Background: an optimization exercise with open tools, aiming at small area, a short achievable clock period and few clock cycles. Do not read the settings as production practice. Only simulation tests tie the RTL to the original design; equivalence was not proved.

==> inputs of exp/delta <==
Design rans_encoder, start of the top module:
module rans_encoder (
	input  logic  clk,
	input  logic  rst,
	input  logic  start,
	input  logic  tbl_valid,
	input  logic [8:0] tbl_freq,
	input  logic  s_tvalid,
	output logic  s_tready,
	input  logic [7:0] s_tdata,
	input  logic  s_tlast,
	output logic  m_tvalid,
	input  logic  m_tready,
	output logic [7:0] m_tdata,
	output logic  m_tlast,
	output logic  table_bad,
	output logic  done
);
export LEC_CHECK = 0
export ABC_CLOCK_PERIOD_IN_PS = 4000
export CAP_MARGIN = 20
export CORE_MARGIN = 2
export CORE_UTILIZATION = 55
export SETUP_SLACK_MARGIN = 2.0
export SLEW_MARGIN = 20
export SYNTH_MEMORY_MAX_BITS = 16384
create_clock -name core_clock -period 6.0 [get_ports {clk}]
run.sh (not shown) runs the stock make flow with config.mk's settings and CLKGATE_MAP_FILE= SYNTH_SCRIPT=/design/flow/synth_recipe.tcl, a recipe that flattens the netlist after the stock synthesis.
==> exp/onyx: changes against exp/delta <==
--- a/flow/config.mk
+++ b/flow/config.mk
@@ -7,7 +7,7 @@
 export LEC_CHECK = 0
-export ABC_CLOCK_PERIOD_IN_PS = 4000
+export ABC_CLOCK_PERIOD_IN_PS = 4500
 export CAP_MARGIN = 20
 export CORE_MARGIN = 2
-export CORE_UTILIZATION = 55
-export SETUP_SLACK_MARGIN = 2.0
+export CORE_UTILIZATION = 40
+export SETUP_SLACK_MARGIN = 1.5
 export SLEW_MARGIN = 20
==> notes.md <==
item                                                                    exp/delta        exp/onyx
Count of buffers added by post-CTS timing repair for setup                    314              59
Filler cell count                                                           12220           20560
Area Growth Syn to Fin                                                     20.74%          14.57%
Clock-cell share of area                                                  0.04861         0.05249
Std-Cell Rows                                                                 147             172
GPL Wtd Cong                                                                1.114           1.068
Setup slack of the critical path after layout                            1.514 ns        1.467 ns
Post-place instance area                                                92720 µm²       93590 µm²
Count of buffers not belonging to the clock network in the layout             791             540
Dpl ws                                                                   1.031 ns       0.9251 ns
Cts repair resizes                                                            720              95
Total wire length after detailed routing                                348200 µm       341500 µm
Peak Freq                                                               222.9 MHz       220.6 MHz
Detailed placement HPWL                                                 230300 µm       237300 µm
Tap cells                                                                    2160            2958
Core ar.                                                               160200 µm²      219900 µm²
Initial detailed-routing violation count                                    11280            9837
Via count of the first global-routing pass                                  75750           72970
Result of the run                                                  finished clean  finished clean
Global-route wire length before repair                                  501100 µm       497100 µm
Testbench counts of exp/delta, summed over its fixed seeds: cycles 27,770.
Testbench counts of exp/onyx, summed over its fixed seeds: cycles 27,770.

---

==> inputs of run B <==
rans_encoder, a different RTL version from the one above (not shown whole).
Settings: LEC_CHECK=0, ABC_AREA=1, CAP_MARGIN=20, CORE_MARGIN=2, CORE_UTILIZATION=40, CTS_CLUSTER_DIAMETER=70, CTS_CLUSTER_SIZE=24, SETUP_SLACK_MARGIN=2.0, SLEW_MARGIN=20, SYNTH_MEMORY_MAX_BITS=16384; clock period 6.0 ns.
==> inputs of run K, as changes to run B <==
--- a/flow/config.mk
+++ b/flow/config.mk
@@ -11,4 +11,2 @@
 export CORE_UTILIZATION = 40
-export CTS_CLUSTER_DIAMETER = 70
-export CTS_CLUSTER_SIZE = 24
 export SETUP_SLACK_MARGIN = 2.0
==> inputs of run R, as changes to run B <==
--- a/flow/config.mk
+++ b/flow/config.mk
@@ -13,3 +13,3 @@
 export CTS_CLUSTER_SIZE = 24
-export SETUP_SLACK_MARGIN = 2.0
+export SETUP_SLACK_MARGIN = 2.3
 export SLEW_MARGIN = 20
==> qor summary <==
                                                                        run R                 run B                run K
Result of the run                                              finished clean        finished clean       finished clean
Initial antenna violation count                                            17                    14                   15
Vias after detailed routing                                            81,100                79,100               79,900
Fill cell instance count of the final layout                           20,300                21,100               20,900
Maximum clock rate                                                    233 MHz               227 MHz              228 MHz
Number of global-route vias before repair                              77,500                76,800               77,500
Crit path largest cell delay                                           610 ps                590 ps               590 ps
Total routing resource utilization after global routing                 30.0%                 29.5%                29.7%
Timing startpoint of the critical path                   rans_step_i.s1_c48_1  rans_step_i.s1_c33_0  rans_step_i.s2_m2_2
DR vias/cell                                                             5.81                  5.80                 5.81
Worst setup margin                                                    1700 ps               1590 ps              1610 ps
Placed wire-length estimate after detailed placement               244,000 um            246,000 um           246,000 um
Worst reg-to-reg setup slack                                          1700 ps               1590 ps              1610 ps
Sequential fraction of total cell area                                  30.7%                 32.7%                32.0%
Worst Tran Pin Value                                                  1110 ps               1170 ps              1150 ps
Reg2reg path depth                                                         18                    17                   24
Area occupied by registers                                        33,700 um^2           33,700 um^2          33,700 um^2
Met1 usage                                                              38.8%                 38.6%                38.6%
Number of buffers outside the clock class in the layout                   887                   567                  592
Multi-input combinational cell area                               54,500 um^2           51,000 um^2          51,300 um^2
Cells resized by post-CTS repair                                          819                   574                  543
Number of placed cells counting well taps                              13,100                13,100               13,100
Testbench counts of run B, summed over its fixed seeds: cycles 27,738.
Testbench counts of run K, summed over its fixed seeds: cycles 27,738.
Testbench counts of run R, summed over its fixed seeds: cycles 27,738.

## what the ideal ports hide
In the flow no input, the clock included, has a driving cell. The finished layouts below were timed again as built, in two steps. Step 1, drivers: a clkbuf_16 drives clk and a buf_2 each remaining input, both assumed. Step 2 also shifts input and output timing later by t, the mid clock arrival at the registers, as if the neighbouring blocks saw the same clock. a / b / c = no drivers / after step 1 / after step 2; a / b = the first two.
| run | shift t [ns] | slack for setup (ns) | worst hold slack (ns) | worst setup path after step 2 | cell pins on the clock port's net |
|---|---|---|---|---|---|
| exp/delta | 0.883 | 1.514 / 1.514 / 1.514 | 0.298 / 0.298 / 0.298 | register to register | 1 |
| exp/onyx | 0.894 | 1.467 / 1.467 / 1.467 | 0.325 / 0.325 / 0.325 | register to register | 1 |
| run B | 0.858 | 1.585 / 1.585 / 1.585 | 0.333 / 0.333 / 0.333 | register to register | 1 |
| run K | 0.900 | 1.613 / 1.613 / 1.613 | 0.319 / 0.319 / 0.319 | register to register | 1 |
| run R | 0.861 | 1.703 / 1.703 / 1.703 | 0.287 / 0.287 / 0.287 | register to register | 1 |
After both steps every run listed still meets setup and hold.
